From an optimization exercise on the open Yosys and OpenROAD flow, aimed at small area and a short achievable clock period; shortcuts taken in it are not production practice. The RTL was checked by simulation tests, not by an equivalence proof against the original design.

### flow/design.v
package fft_twiddle_pkg;
    typedef logic signed [16-1:0] part_t;
    typedef logic signed [12-1:0] tw_part_t;
    typedef logic [$clog2(32)-1:0] tw_idx_t;
    typedef union packed {
        logic [32-1:0] raw;
        struct packed {
            part_t re;   
            part_t im;   
        } parts;
    } cplx_word_u;
endpackage
`timescale 1ns/1ps
module twiddle_addr_gen (
    input  logic [8-1:0]    cnt,
    output fft_twiddle_pkg::tw_idx_t tw_idx
);
    logic [8-1:0]    offset;
    logic                     below;    
    logic [2:0]               grp;      
    logic [2:0]               shamt;    
    fft_twiddle_pkg::tw_idx_t pos;
    fft_twiddle_pkg::tw_idx_t mask;
    always_comb begin
        below  = cnt < 8'(96);
        offset = cnt - 8'(96);
        grp = 3'(offset / 32);
        pos = fft_twiddle_pkg::tw_idx_t'(offset % 32);
        shamt = 3'($clog2(32) - 1) - grp;
        mask = {$clog2(32){1'b1}} >> shamt;
        if (below) begin
            tw_idx = '0;
        end else begin
            tw_idx = (pos & mask) << shamt;   
        end
    end
endmodule
`timescale 1ns/1ps
module twiddle_rom (
    input  logic                      clk,
    input  logic                      rst_n,
    input  fft_twiddle_pkg::tw_idx_t  tw_idx,
    output fft_twiddle_pkg::tw_part_t tw_re,
    output fft_twiddle_pkg::tw_part_t tw_im
);
    logic [2*12-1:0] coef;   
    localparam logic [32*2*12-1:0] COEF_TABLE = {
        12'b110000000100, 12'b111110011011,   
        12'b110000010011, 12'b111100111000,   
        12'b110000101100, 12'b111011010110,   
        12'b110001001101, 12'b111001111000,   
        12'b110001111000, 12'b111000011101,   
        12'b110010101100, 12'b110111000111,   
        12'b110011101000, 12'b110101110110,   
        12'b110100101011, 12'b110100101011,   
        12'b110101110110, 12'b110011101000,   
        12'b110111000111, 12'b110010101100,   
        12'b111000011101, 12'b110001111000,   
        12'b111001111000, 12'b110001001101,   
        12'b111011010110, 12'b110000101100,   
        12'b111100111000, 12'b110000010011,   
        12'b111110011011, 12'b110000000100,   
        12'b000000000000, 12'b110000000000,   
        12'b000001100100, 12'b110000000100,   
        12'b000011000111, 12'b110000010011,   
        12'b000100101001, 12'b110000101100,   
        12'b000110000111, 12'b110001001101,   
        12'b000111100010, 12'b110001111000,   
        12'b001000111000, 12'b110010101100,   
        12'b001010001001, 12'b110011101000,   
        12'b001011010100, 12'b110100101011,   
        12'b001100010111, 12'b110101110110,   
        12'b001101010011, 12'b110111000111,   
        12'b001110000111, 12'b111000011101,   
        12'b001110110010, 12'b111001111000,   
        12'b001111010011, 12'b111011010110,   
        12'b001111101100, 12'b111100111000,   
        12'b001111111011, 12'b111110011011,   
        12'b010000000000, 12'b000000000000   
    };
    always_comb begin
        coef = COEF_TABLE[tw_idx*(2*12) +: 2*12];
    end
    always_ff @(posedge clk or negedge rst_n) begin
        if (!rst_n) begin
            tw_re <= fft_twiddle_pkg::tw_part_t'(1 << 10);
            tw_im <= '0;
        end else begin
            tw_re <= coef[2*12-1:12];
            tw_im <= coef[12-1:0];
        end
    end
endmodule
`timescale 1ns/1ps
module complex_mult (
    input  fft_twiddle_pkg::cplx_word_u data_in,
    input  fft_twiddle_pkg::tw_part_t   tw_re,
    input  fft_twiddle_pkg::tw_part_t   tw_im,
    output fft_twiddle_pkg::cplx_word_u data_out
);
    logic signed [30-1:0] prod_rr;   
    logic signed [30-1:0] prod_ii;   
    logic signed [30-1:0] prod_ir;   
    logic signed [30-1:0] prod_ri;   
    logic signed [30-1:0] acc_re;
    logic signed [30-1:0] acc_im;
    logic signed [30-1:0] scaled_re;
    logic signed [30-1:0] scaled_im;
    always_comb begin
        prod_rr = 30'(tw_re) * 30'(data_in.parts.re);
        prod_ii = 30'(tw_im) * 30'(data_in.parts.im);
        prod_ir = 30'(tw_im) * 30'(data_in.parts.re);
        prod_ri = 30'(tw_re) * 30'(data_in.parts.im);
        acc_re = prod_rr - prod_ii;
        acc_im = prod_ir + prod_ri;
        scaled_re = acc_re >>> 10;
        scaled_im = acc_im >>> 10;
        data_out.parts.re = scaled_re[16-1:0];
        data_out.parts.im = scaled_im[16-1:0];
    end
endmodule
`timescale 1ns/1ps
module twiddle_mult (
    input  logic                        clk,
    input  logic                        rst_n,
    input  logic [8-1:0]       cnt,
    input  fft_twiddle_pkg::cplx_word_u data_in,
    output fft_twiddle_pkg::cplx_word_u data_out
);
    fft_twiddle_pkg::tw_idx_t  tw_idx;
    fft_twiddle_pkg::tw_part_t tw_re;
    fft_twiddle_pkg::tw_part_t tw_im;
    twiddle_addr_gen u_addr_gen (
        .cnt    (cnt),
        .tw_idx (tw_idx)
    );
    twiddle_rom u_rom (
        .clk    (clk),
        .rst_n  (rst_n),
        .tw_idx (tw_idx),
        .tw_re  (tw_re),
        .tw_im  (tw_im)
    );
    complex_mult u_mult (
        .data_in  (data_in),
        .tw_re    (tw_re),
        .tw_im    (tw_im),
        .data_out (data_out)
    );
endmodule
### flow/run.sh
#!/bin/bash
# synth_recipe.tcl (not shown) runs the flow's synth.tcl, then flattens the netlist and writes it again
# the make line also repeats each setting of config.mk as NAME=value (left out here)
make -C /OpenROAD-flow-scripts/flow DESIGN_CONFIG=/design/flow/config.mk WORK_HOME=/design/flow/orfs CLKGATE_MAP_FILE= SYNTH_SCRIPT=/design/flow/synth_recipe.tcl finish
### flow/config.mk
export PLATFORM = sky130hd
export DESIGN_NAME = twiddle_mult
export DESIGN_NICKNAME = twiddle_mult
export VERILOG_FILES = /design/flow/design.v
export SDC_FILE = /design/flow/constraint.sdc
export NUM_CORES = 4
export LEC_CHECK = 0
export CAP_MARGIN = 20
export CORE_MARGIN = 2
export CORE_UTILIZATION = 40
export SLEW_MARGIN = 20
### flow/constraint.sdc
create_clock -name core_clock -period 11.5 [get_ports {clk}]
set_input_delay 2.3000 -clock core_clock [delete_from_list [all_inputs] [get_ports {clk}]]
set_output_delay 2.3000 -clock core_clock [all_outputs]
set_load 0.01 [all_outputs]
==> flow_summary.toml <==
[yosys]
synth-simple-area-share_pct = 15.73
ys_ff_latch = 23
post-synth-top-area-cell = "fa_1"
yosys-top-cells-area = "fa_1 (53%), inv_1 (11%), ha_1 (9.1%)"
postSynthAreaPerCell_um2 = 9.094
synthDistinctLibCells = 68
synth_xor_xnor_area_share_pct = 2.392
yosysMostFrequentCell = "inv_1"
seq_area_frac_synth_pct = 2.046
synth_mux_area_share_pct = 0.2219
synthFlopType = "dfrtp_1"
synth_commonest_cells = "inv_1 (809), fa_1 (752), nand2_1 (419)"
synthCells = 3100
synth_adder_area_share_pct = 62.54
synth_edf_count = 0
ys_async_sr_fraction_pct = 100.0
synth_top_family_by_area = "adder cells"
synth_top_area_share_pct = 53.40
synth_area_um2 = 28190
yosys_warnings = 3
syn_nets = 4100
synth_compound_area_share_pct = 4.030

[critical_path]
cp_top_family = "adder cells"
crit_arrival_ns = 8.98
crit_path_top_delay_cell = "fa_2"
cp.required_ns = 9.20
worst-setup-path-type = "in -> out"
max_stage_delay_ns = 0.58
path_max_fanout = 6
worstSetupEndpointType = "primary output"
worstSetupStartpointType = "primary input"
crit_buf_inv = 12
crit_path_frequent_cell = "fa_1"

[placed_design]
post_dp_cell_area_um2 = 31230
dp_hpwl_um = 56330
io_buffer_count = 73
place_inst = 4141
gp_congestion = 0.8347

[route]
vias = 19990
via_per_inst = 4.813
ant_nets = 0
wl_per_cell_um = 16.63
drc = 0
drt_iter0_drc = 1055
dr.pass1.iters = 5
routed_wl_um = 69090

[status]
status = "finished clean"

[clocking]
clk_path_buf_depth = 2
cts_tree = "yes"
cts_made_buffers = 3
h-tree-depth = 1
clkSinkCount = 23
cts_root_buffer = "clkbuf_16"
clkSlewWorstSetupHoldPaths_ns = 0.06

[cells_and_area]
area_growth_pct = 11.99
antennaDiodeCount = 0
drive_gt1_share_pct = 7.498
design_area_um2 = 31570
fillCellCount = 6903
instances_no_fill = 4154
final_nets = 4215

[die]
start_util_pct = 40.33
core.rowCount = 97
core_area_um2 = 69910
pin_count = 74
die_w_um = 269.5
die_area_um2 = 72620
die_y_um = 269.5

[flow_run]
max_cap_violations = 0

[global_routing]
grt_pass1_vias = 21930
antenna_found_initial = 1
grt_overflow = 0
grt_use_total_pct = 20.00
grt_pass1_wl_um = 116700
grt_max_degree = 38

[sta]
period_minus_slack_ns = 11.28
drv_slew = 0
relSlewSlack_pct = 38.11
fin_crit_sh_pct = 98.13
worstMarginPinSlew_ns = 0.9283
rsz0062_at_grt = "yes"
hold_viol = 0
fmax_ghz = 0.08862
tns_ns = 0
setup_viol = 0

[hold_path]
hold_class = "in -> async"
==> layout by cell type (no fill, tap or decap), types with 4 or more instances in the layout <==
| cell type | n |
|---|---|
| a211o_1 | 4 |
| a211oi_1 | 6 |
| a21o_1 | 11 |
| a21oi_1 | 44 |
| a21oi_2 | 9 |
| a31oi_1 | 4 |
| and2_1 | 323 |
| buf_12 | 30 |
| buf_4 | 161 |
| clkbuf_16 | 4 |
| clkdlybuf4s50_1 | 50 |
| dfrtp_1 | 18 |
| dfrtp_2 | 4 |
| dlygate4sd2_1 | 5 |
| dlymetal6s2s_1 | 12 |
| fa_1 | 751 |
| ha_1 | 206 |
| inv_1 | 809 |
| mux2i_1 | 4 |
| nand2_1 | 419 |
| nand2b_1 | 32 |
| nand3_1 | 7 |
| nand3b_1 | 4 |
| nand4_1 | 8 |
| nor2_1 | 48 |
| nor2b_1 | 24 |
| nor3_1 | 10 |
| o211ai_1 | 7 |
| o21a_1 | 9 |
| o21ai_0 | 24 |
| o21ai_1 | 15 |
| xnor2_1 | 64 |
| xor2_1 | 12 |
==> flip-flops by register name, indices dropped and copies added (netlist names) <==
signal and count:
u_rom.tw_im 11, u_rom.tw_re 12
==> layer usage <==
layer	vias to the layer above	global-route usage, %	wire [um]
met5	-	0	0
met4	0	2.778	1079
met3	56	1.158	2930
met2	471	36.63	36280
met1	10360	26.68	28800
li1	9109	-	-
==> per-stage QoR <==
step	hold slack [ns]	util [%]	setup WS, ns
3_5_place_dp	2.911	44.67	-0.1242
4_1_cts	2.644	44.83	0.008761
2_1_floorplan	2.004	-	0.8217
3_3_place_gp	2.911	44.67	-0.07501
5_1_grt	2.052	45.16	-0.1032
6_report	2.032	45.16	0.2155
==> path summary, 6_finish.rpt <==
path / startpoint / to / slack [ns] / cells past startpoint
setup / recovery: data_in[22] / data_out[22] / 0.22 / 26
hold / removal: rst_n / u_rom.tw_im[1]$_DFF_PN0_ / 2.03 / 1
max in group asynchronous: rst_n / u_rom.tw_re[4]$_DFF_PN0_ / 9.08 / 1
min in group core_clock: cnt[7] / u_rom.tw_re[6]$_DFF_PN0_ / 3.08 / 6
==> final cells by class <==
class	instances	area, um2	area share, %
repair buffers	266	2580	8.172
multi-input cells	2109	24100	76.35
clock inverters	1	5.005	0.01585
inverters	812	3048	9.654
well taps	940	1176	3.725
clock buffers	3	75.07	0.2378
flip-flops and latches	23	581.8	1.843
==> kinds of logic (layout without fill, tap and decap cells) <==
group / count (synthesis) / in the layout
buf+inv: 968 / 1082
simple gates: 893 / 893
mux: 6 / 6
xor+xnor: 77 / 77
compound gates: 175 / 175
flops: 23 / 23
fa+ha+maj: 958 / 958
==> repair_timing <==
| item | 4_1_cts | 5_1_grt |
|---|---|---|
| gates cloned | 0 | 1 |
| endpoints found under the hold margin | 0 | 0 |
| buffers inserted | 2 | 6 |
| hold buffers | 0 | 0 |
| pin swaps | 6 | 5 |
| gates resized for setup | 17 | 43 |
| setup endpoints to repair | 9 | 25 |

-- port drivers added, routing unchanged --
Ports are ideal in the flow. The routed layout listed here was re-timed in OpenROAD. Step 1: set_driving_cell puts a clkbuf_16 on clk and a buf_2 on each other input, an assumption about the parent block. Step 2, shift: input delay + t, output delay - t, t = (earliest + latest rising clock arrival at the registers) / 2. This alone moves slack from input paths to output paths. Three values: ideal, step 1, step 2; two values: the first two.
shift t [ns]: 0.281
slack for setup (ns): 0.216 / 0.191 / 0.191
hold slack, ns: 2.032 / 2.023 / 2.304
After both steps setup and hold are still met in this run. For this run, drivers alone change the setup slack by -0.025 ns; drivers and shift together by -0.025 ns.
